Source: an optimization exercise on an open RTL-to-GDS flow (aim: small area). Production flows keep margins and buffers that such runs may drop. Only simulation tests tie the RTL to the original design; equivalence was not proved. No activity file was given, so power comes from the tool's default toggle rates.

== before ==
Design pacman_core, start of the top module:
module pacman_core (
	input logic CLOCK_50,
	input logic rst_n,
	input logic [7:0] scan_code,
	input logic code_valid,
	input logic make_break,
	input logic start,
	input logic step_tick,
	input logic [9:0] pix_x,
	input logic [8:0] pix_y,
	output logic [7:0] r,
	output logic [7:0] g,
	output logic [7:0] b,
	output logic [COL_W-1:0] pac_x,
	output logic [ROW_W-1:0] pac_y,
	output logic [15:0] pill_count,
	output logic busy,
	output logic move_done,
	output logic move_blocked
);
export LEC_CHECK = 0
export CAP_MARGIN = 0
export CELL_PAD_IN_SITES_DETAIL_PLACEMENT = 1
export CELL_PAD_IN_SITES_GLOBAL_PLACEMENT = 2
export CORE_MARGIN = 2
export CORE_UTILIZATION = 40
export SLEW_MARGIN = 0
export SYNTH_HIERARCHICAL = 1
export SYNTH_MEMORY_MAX_BITS = 8192
export SYNTH_MINIMUM_KEEP_SIZE = 0
create_clock -name core_clock -period 10.0 [get_ports {CLOCK_50}]
standard.sh (not shown) runs the stock make flow with config.mk's settings and CLKGATE_MAP_FILE= SYNTH_SCRIPT=/design/flow/synth_recipe.tcl, a recipe that flattens the netlist after the stock synthesis.
==> flow/flow/run.sh <==
#!/bin/bash
# Own layout flow: the standard synthesis, then every cell set to its
# smallest drive before floorplanning (the resizer sizes up what timing or
# slew needs), small port buffers and a clock tree of fewer, larger
# clusters without dummy loads.
set -euo pipefail
W=$(pwd)
R=$W/orfs/results/$FLOW_PLATFORM/pacman_core/base
export CTS_ARGS="${CTS_ARGS_OVERRIDE:--sink_clustering_enable -repair_clock_nets -dont_use_dummy_load -buf_list sky130_fd_sc_hd__clkbuf_16 -sink_clustering_size 20 -sink_clustering_max_diameter 80}"
export BUFFER_PORTS_ARGS="-buffer_cell sky130_fd_sc_hd__buf_1"

bash standard.sh synth > "$W/synth.log" 2>&1
RESULTS=$R openroad -no_init -exit flow/shrink.tcl > "$W/shrink.log" 2>&1
bash standard.sh > "$W/layout.log" 2>&1
==> flow/flow/shrink.tcl <==
# Swap every standard cell of the synthesised netlist to the smallest-area
# drive strength of the same function.
read_db $::env(RESULTS)/1_synth.odb
set db [ord::get_db]
set block [ord::get_db_block]
set area {}
set by_base {}
foreach lib [$db getLibs] {
  foreach m [$lib getMasters] {
    set n [$m getName]
    if {[string match "*lpflow*" $n] || [string match "*probe*" $n]} { continue }
    if {[regexp {^(sky130_fd_sc_hd__[a-z0-9]+)_([0-9]+)$} $n -> base drive]} {
      dict lappend by_base $base $m
    }
  }
}
set swapped 0
set before 0.0
set after 0.0
foreach inst [$block getInsts] {
  set m [$inst getMaster]
  set n [$m getName]
  set a [expr {[$m getWidth] * [$m getHeight]}]
  set before [expr {$before + $a}]
  if {[regexp {^(sky130_fd_sc_hd__[a-z0-9]+)_([0-9]+)$} $n -> base drive] && [dict exists $by_base $base]} {
    set best $m
    set best_a $a
    foreach c [dict get $by_base $base] {
      set ca [expr {[$c getWidth] * [$c getHeight]}]
      # on equal area keep the stronger cell
      if {$ca < $best_a || ($ca == $best_a && [$c getName] ne [$best getName] && \
          [regexp {_([0-9]+)$} [$c getName] -> cd] && [regexp {_([0-9]+)$} [$best getName] -> bd] && $cd > $bd && $cd <= $drive)} {
        set best $c
        set best_a $ca
      }
    }
    if {$best ne $m} {
      if {[$inst swapMaster $best]} { incr swapped }
    }
  }
  set after [expr {$after + [[$inst getMaster] getWidth] * [[$inst getMaster] getHeight]}]
}
set dbu [$block getDbUnitsPerMicron]
puts "shrink: swapped $swapped cells, area [expr {$before / $dbu / $dbu}] -> [expr {$after / $dbu / $dbu}] um2"
write_db $::env(RESULTS)/1_synth.odb
In before the implementation completed, yet the final layout does not meet the checks, the culprit being max-capacitance violations, max-slew violations.
Modified inputs, after compared to before
Settings: SLEW_MARGIN: 0 -> 20; CAP_MARGIN: 0 -> 20.
[summary]
Any difference in design area between after and before is small enough to ignore.
after vs before, source of the critical timing path: pix_y[8] vs pix_y[7]
after ended up with sky130_fd_sc_hd__nor4_1 as its standard cell with the maximum stage delay on the critical path; before ended up with sky130_fd_sc_hd__a222oi_1.
In summary, after completed successfully, with a layout that passed the timing, design-rule and antenna checks.
Sort before and after by peak clock frequency supported by timing desc -> top: before
Summary of the comparison: wire length after detailed routing is higher in after, relative to before.


v12:
Another version of the RTL of pacman_core (not shown whole).
For scale: ~87 I/O pins.
export LEC_CHECK = 0
export CAP_MARGIN = 30
export CELL_PAD_IN_SITES_DETAIL_PLACEMENT = 0
export CELL_PAD_IN_SITES_GLOBAL_PLACEMENT = 1
export CORE_MARGIN = 2
export CORE_UTILIZATION = 40
export PLACE_DENSITY = 0.7
export SLEW_MARGIN = 30
export SYNTH_HIERARCHICAL = 1
export SYNTH_MEMORY_MAX_BITS = 8192
export SYNTH_MINIMUM_KEEP_SIZE = 0
create_clock -name core_clock -period 10.0 [get_ports {CLOCK_50}]
==> flow/flow/run.sh <==
#!/bin/bash
# Own layout flow: the standard synthesis, then every cell set to its
# smallest drive before floorplanning (the resizer sizes up what timing or
# slew needs), small port buffers and a clock tree of fewer, larger
# clusters without dummy loads.
set -euo pipefail
W=$(pwd)
R=$W/orfs/results/$FLOW_PLATFORM/pacman_core/base
export CTS_ARGS="${CTS_ARGS_OVERRIDE:--sink_clustering_enable -repair_clock_nets -dont_use_dummy_load -buf_list sky130_fd_sc_hd__clkbuf_16 -sink_clustering_size 25 -sink_clustering_max_diameter 90}"
export BUFFER_PORTS_ARGS="-buffer_cell sky130_fd_sc_hd__buf_1"

bash standard.sh synth > "$W/synth.log" 2>&1
RESULTS=$R openroad -no_init -exit flow/shrink.tcl > "$W/shrink.log" 2>&1
bash standard.sh > "$W/layout.log" 2>&1
Scripts as last shown in full above: flow/flow/shrink.tcl
Modified inputs, v59 compared to v12
==> flow/config.mk <==
export PLATFORM = sky130hd
export DESIGN_NAME = pacman_core
export DESIGN_NICKNAME = pacman_core
export VERILOG_FILES = /design/flow/design.v
export SDC_FILE = /design/flow/constraint.sdc
export NUM_CORES = 4
export LEC_CHECK = 0
export CAP_MARGIN = 30
export CELL_PAD_IN_SITES_DETAIL_PLACEMENT = 1
export CELL_PAD_IN_SITES_GLOBAL_PLACEMENT = 1
export CORE_MARGIN = 2
export CORE_UTILIZATION = 40
export PLACE_DENSITY = 0.8
export SLEW_MARGIN = 30
export SYNTH_HIERARCHICAL = 1
export SYNTH_MEMORY_MAX_BITS = 8192
export SYNTH_MINIMUM_KEEP_SIZE = 0
Findings:
v59: full flow OK, the timing, design-rule and antenna checks passed
[v59 vs v12] maximum net fanout on the critical path: higher in v59
Total power ends up lower on v59.
Number of non-clock buffers ends up lower on v59.
#### Input delta (v34 over v59)
-- flow/config.mk --
<<< v59, line 8
export CAP_MARGIN = 30
export CELL_PAD_IN_SITES_DETAIL_PLACEMENT = 1
export CELL_PAD_IN_SITES_GLOBAL_PLACEMENT = 1
export CORE_MARGIN = 2
export CORE_UTILIZATION = 40
export PLACE_DENSITY = 0.8
export SLEW_MARGIN = 30
export SYNTH_HIERARCHICAL = 1
>>> v34, line 8
export CAP_MARGIN = 30
export CELL_PAD_IN_SITES_DETAIL_PLACEMENT = 1
export CELL_PAD_IN_SITES_GLOBAL_PLACEMENT = 2
export CORE_MARGIN = 2
export CORE_UTILIZATION = 40
export SLEW_MARGIN = 30
export SYNTH_HIERARCHICAL = 1
==> notes.md <==
~same worst stage delay on the critical path in v59 and v34. In the flow results for v59 and v34, the number of buffers created by CTS is larger on v34. [v34] relative contribution of sequential cells to total power fell 1.5 points relative to v59. Combinational fraction of design power: lower on v59. Cell area | v34 vs v59 | v34 larger. v34 completed end to end with timing, DRC and antenna clean. Switching part of the total power sits higher in v34 than in v59. Compared with v59, in v34 overall power after layout increased by about 2.7% relative to the old numbers; average wire per standard cell higher; maximum number of pins on one net before global-route repair climbed 2; met3 usage moved down. Looking at count of clock-buffer cells in the layout, v34 sits above v59.
The inputs of v20 differ from those of v34 as listed below.
==> flow/flow/run.sh <==
#!/bin/bash
# Own layout flow: the standard synthesis, then every cell set to its
# smallest drive before floorplanning (the resizer sizes up what timing or
# slew needs), small port buffers and a clock tree of fewer, larger
# clusters of plain buf_12 drivers without dummy loads.
set -euo pipefail
W=$(pwd)
R=$W/orfs/results/$FLOW_PLATFORM/pacman_core/base
export CTS_ARGS="${CTS_ARGS_OVERRIDE:--sink_clustering_enable -repair_clock_nets -dont_use_dummy_load -buf_list sky130_fd_sc_hd__buf_12 -sink_clustering_size 25 -sink_clustering_max_diameter 90}"
export BUFFER_PORTS_ARGS="-buffer_cell sky130_fd_sc_hd__buf_1"

bash standard.sh synth > "$W/synth.log" 2>&1
RESULTS=$R openroad -no_init -exit flow/shrink.tcl > "$W/shrink.log" 2>&1
bash standard.sh > "$W/layout.log" 2>&1
-- flow/config.mk --
<<< v34, line 8
export CAP_MARGIN = 30
export CELL_PAD_IN_SITES_DETAIL_PLACEMENT = 1
export CELL_PAD_IN_SITES_GLOBAL_PLACEMENT = 2
export CORE_MARGIN = 2
export CORE_UTILIZATION = 40
export SLEW_MARGIN = 30
export SYNTH_HIERARCHICAL = 1
>>> v20, line 8
export CAP_MARGIN = 30
export CELL_PAD_IN_SITES_DETAIL_PLACEMENT = 1
export CELL_PAD_IN_SITES_GLOBAL_PLACEMENT = 1
export CORE_MARGIN = 2
export CORE_UTILIZATION = 40
export PLACE_DENSITY = 0.9
export SLEW_MARGIN = 30
export SYNTH_HIERARCHICAL = 1
Results
Taking v34 as the reference, in v20 cell area reported after detailed placement shrank by about 1.1%, data arrival time at the worst-slack endpoint grew by 0.42 ns, clock skew grew by 0.035 ns. Diff v34..v20 | number of placed instances with taps included | negligible. NOTE: total power of the final layout in v20 falls short of that of v34. Min detailed router's first-iteration violation count across v20 and v34: v34.


Another version of the RTL of pacman_core (not shown whole).
Size: ~44,000 sq um of cells after synthesis.
## pacman_core
module pacman_core (
	input logic CLOCK_50,
	input logic rst_n,
	input logic [7:0] scan_code,
	input logic code_valid,
	input logic make_break,
	input logic start,
	input logic step_tick,
	input logic [9:0] pix_x,
	input logic [8:0] pix_y,
	output logic [7:0] r,
	output logic [7:0] g,
	output logic [7:0] b,
	output logic [COL_W-1:0] pac_x,
	output logic [ROW_W-1:0] pac_y,
	output logic [15:0] pill_count,
	output logic busy,
	output logic move_done,
	output logic move_blocked
);
export LEC_CHECK = 0
export CAP_MARGIN = 30
export CELL_PAD_IN_SITES_DETAIL_PLACEMENT = 1
export CELL_PAD_IN_SITES_GLOBAL_PLACEMENT = 1
export CORE_MARGIN = 2
export CORE_UTILIZATION = 70
export PLACE_DENSITY = 0.8
export SLEW_MARGIN = 30
export SYNTH_HIERARCHICAL = 1
export SYNTH_MEMORY_MAX_BITS = 8192
export SYNTH_MINIMUM_KEEP_SIZE = 0
create_clock -name core_clock -period 10.0 [get_ports {CLOCK_50}]
==> flow/flow/run.sh <==
#!/bin/bash
# Own layout flow: the standard synthesis, then every cell set to its
# smallest drive before floorplanning (the resizer sizes up what timing or
# slew needs), small port buffers and a clock tree of fewer, larger
# clusters of plain buf_12 drivers without dummy loads.
set -euo pipefail
W=$(pwd)
R=$W/orfs/results/$FLOW_PLATFORM/pacman_core/base
export CTS_ARGS="${CTS_ARGS_OVERRIDE:--sink_clustering_enable -repair_clock_nets -dont_use_dummy_load -buf_list sky130_fd_sc_hd__buf_12 -sink_clustering_size 25 -sink_clustering_max_diameter 90}"
export BUFFER_PORTS_ARGS="-buffer_cell sky130_fd_sc_hd__buf_1"

bash standard.sh synth > "$W/synth.log" 2>&1
RESULTS=$R openroad -no_init -exit flow/shrink.tcl > "$W/shrink.log" 2>&1
bash standard.sh > "$W/layout.log" 2>&1
Scripts as last shown in full above: flow/flow/shrink.tcl
The starting point ended with an error in global placement without I/O.
Edit:
Settings changed: CORE_UTILIZATION 70 to 60.
=> This time the run completed with no timing, DRC or antenna violations; area after synthesis stays the same; synthesized cell count is unchanged.


pacman_core with an RTL version that a note above also has.
For scale: ~87 I/O pins, roughly 0.044 mm^2 of cells after synthesis.
export LEC_CHECK = 0
export CAP_MARGIN = 30
export CELL_PAD_IN_SITES_DETAIL_PLACEMENT = 1
export CELL_PAD_IN_SITES_GLOBAL_PLACEMENT = 1
export CORE_MARGIN = 2
export CORE_UTILIZATION = 40
export PLACE_DENSITY = 0.7
export SLEW_MARGIN = 30
export SYNTH_HIERARCHICAL = 1
export SYNTH_MEMORY_MAX_BITS = 8192
export SYNTH_MINIMUM_KEEP_SIZE = 0
create_clock -name core_clock -period 10.0 [get_ports {CLOCK_50}]
==> flow/flow/run.sh <==
#!/bin/bash
# Own layout flow: the standard synthesis, then every cell set to its
# smallest drive before floorplanning (the resizer sizes up what timing or
# slew needs), small port buffers and a clock tree of fewer, larger
# clusters without dummy loads.
set -euo pipefail
W=$(pwd)
R=$W/orfs/results/$FLOW_PLATFORM/pacman_core/base
export CTS_ARGS="${CTS_ARGS_OVERRIDE:--sink_clustering_enable -repair_clock_nets -dont_use_dummy_load -buf_list sky130_fd_sc_hd__clkbuf_16 -sink_clustering_size 25 -sink_clustering_max_diameter 90}"
export BUFFER_PORTS_ARGS="-buffer_cell sky130_fd_sc_hd__buf_1"

bash standard.sh synth > "$W/synth.log" 2>&1
RESULTS=$R openroad -no_init -exit flow/shrink.tcl > "$W/shrink.log" 2>&1
bash standard.sh > "$W/layout.log" 2>&1
Scripts as last shown in full above: flow/flow/shrink.tcl
The baseline went through all stages and came out clean.
Edit:
--- a/flow/flow/run.sh
+++ b/flow/flow/run.sh
@@ -5 +5 @@
-# clusters without dummy loads.
+# clusters of plain buf_12 drivers without dummy loads.
@@ -9 +9 @@
-export CTS_ARGS="${CTS_ARGS_OVERRIDE:--sink_clustering_enable -repair_clock_nets -dont_use_dummy_load -buf_list sky130_fd_sc_hd__clkbuf_16 -sink_clustering_size 25 -sink_clustering_max_diameter 90}"
+export CTS_ARGS="${CTS_ARGS_OVERRIDE:--sink_clustering_enable -repair_clock_nets -dont_use_dummy_load -buf_list sky130_fd_sc_hd__buf_12 -sink_clustering_size 25 -sink_clustering_max_diameter 90}"
Settings changed: PLACE_DENSITY 0.7 to 0.8.
- synthesized cell count stays the same
- final area went down by 1.5%
- total power went down by 2.9%
- non-clock buffer count went down by 49
- clock-buffer cell count went down by 3
- area after synthesis is unchanged
- maximum frequency went up by 2.4%
- clock power went down by about 7%
- die area is unchanged


RTL: one of the versions met above, not the one the previous note started from.
Size: ~87 I/O pins, about 44,000 sq um of cells after synthesis.
export LEC_CHECK = 0
export CAP_MARGIN = 10
export CELL_PAD_IN_SITES_DETAIL_PLACEMENT = 1
export CELL_PAD_IN_SITES_GLOBAL_PLACEMENT = 1
export CORE_MARGIN = 2
export CORE_UTILIZATION = 40
export PLACE_DENSITY = 0.8
export SLEW_MARGIN = 10
export SYNTH_HIERARCHICAL = 1
export SYNTH_MEMORY_MAX_BITS = 8192
export SYNTH_MINIMUM_KEEP_SIZE = 0
create_clock -name core_clock -period 10.0 [get_ports {CLOCK_50}]
==> flow/flow/run.sh <==
#!/bin/bash
# Own layout flow: the standard synthesis, then every cell set to its
# smallest drive before floorplanning (the resizer sizes up what timing or
# slew needs), small port buffers and a clock tree of fewer, larger
# clusters of plain buf_12 drivers without dummy loads.
set -euo pipefail
W=$(pwd)
R=$W/orfs/results/$FLOW_PLATFORM/pacman_core/base
export CTS_ARGS="${CTS_ARGS_OVERRIDE:--sink_clustering_enable -repair_clock_nets -dont_use_dummy_load -buf_list sky130_fd_sc_hd__buf_12 -sink_clustering_size 25 -sink_clustering_max_diameter 90}"
export BUFFER_PORTS_ARGS="-buffer_cell sky130_fd_sc_hd__buf_1"

bash standard.sh synth > "$W/synth.log" 2>&1
RESULTS=$R openroad -no_init -exit flow/shrink.tcl > "$W/shrink.log" 2>&1
bash standard.sh > "$W/layout.log" 2>&1
Scripts as last shown in full above: flow/flow/shrink.tcl
The baseline ran to the end with no violations.
Rerun with:
Settings changed: CAP_MARGIN 10 to 30, SLEW_MARGIN 10 to 30.
Result: Via count increases slightly. Total power is about the same. Worst setup slack gets better by 830 ps. Sequential power stays flat. Synthesized cell count stays the same. Die area does not change. Count of clock-buffer cells in the layout stays the same.
Rerun with:
Settings changed: CAP_MARGIN 30 to 20, SLEW_MARGIN 30 to 20.
What happened:
- sequential power is about the same
- combinational power barely changes
- final cell count stays flat
- sequential cell count stays the same
- total power increases by 0.36%
- critical path depth is unchanged
- register-to-register slack loses 670 ps
- global-route usage barely changes
- die area is unchanged

[separate check: timing with driven ports]
The results above use ideal ports. As a check the final layouts listed here were re-extracted and re-timed, cells and wires unchanged.
Step 1 (the two cells are an assumption about what drives the block):
set clk [get_ports {CLOCK_50}]
set_driving_cell -lib_cell sky130_fd_sc_hd__clkbuf_16 $clk
set_driving_cell -lib_cell sky130_fd_sc_hd__buf_2 [delete_from_list [all_inputs] $clk]
Step 2 also shifts input and output timing later by t, the mid clock arrival at the registers, as if the neighbouring blocks saw the same clock.
a / b / c = no drivers / after step 1 / after step 2; a / b = the first two.
run | t, ns | slack for setup (ns) | worst setup path at the end
before | 0.721 | 2.911 / 2.943 / 2.222 | input to register
after | 0.746 | 2.758 / 2.799 / 2.053 | input to register
v12 | 0.756 | 2.974 / 3.022 / 2.265 | input to register
v59 | 0.744 | 3.158 / 3.183 / 2.439 | input to register
v34 | 0.778 | 3.270 / 3.317 / 2.538 | input to register
v20 | 0.682 | 2.788 / 2.803 / 2.120 | input to register
the second run of note 3 | 0.656 | 2.756 / 2.808 / 2.152 | input to register
the first run of note 4 | 0.762 | 2.920 / 2.965 / 2.202 | input to register
the second run of note 4 | 0.693 | 3.086 / 3.105 / 2.412 | input to register
the first run of note 5 | 0.698 | 2.419 / 2.469 / 1.771 | input to register
the second run of note 5 | 0.699 | 3.249 / 3.299 / 2.601 | input to register
the third run of note 5 | 0.698 | 3.218 / 3.266 / 2.568 | input to register
For v34, which loses most, drivers alone change the setup slack by +0.047 ns; drivers and shift together by -0.732 ns.
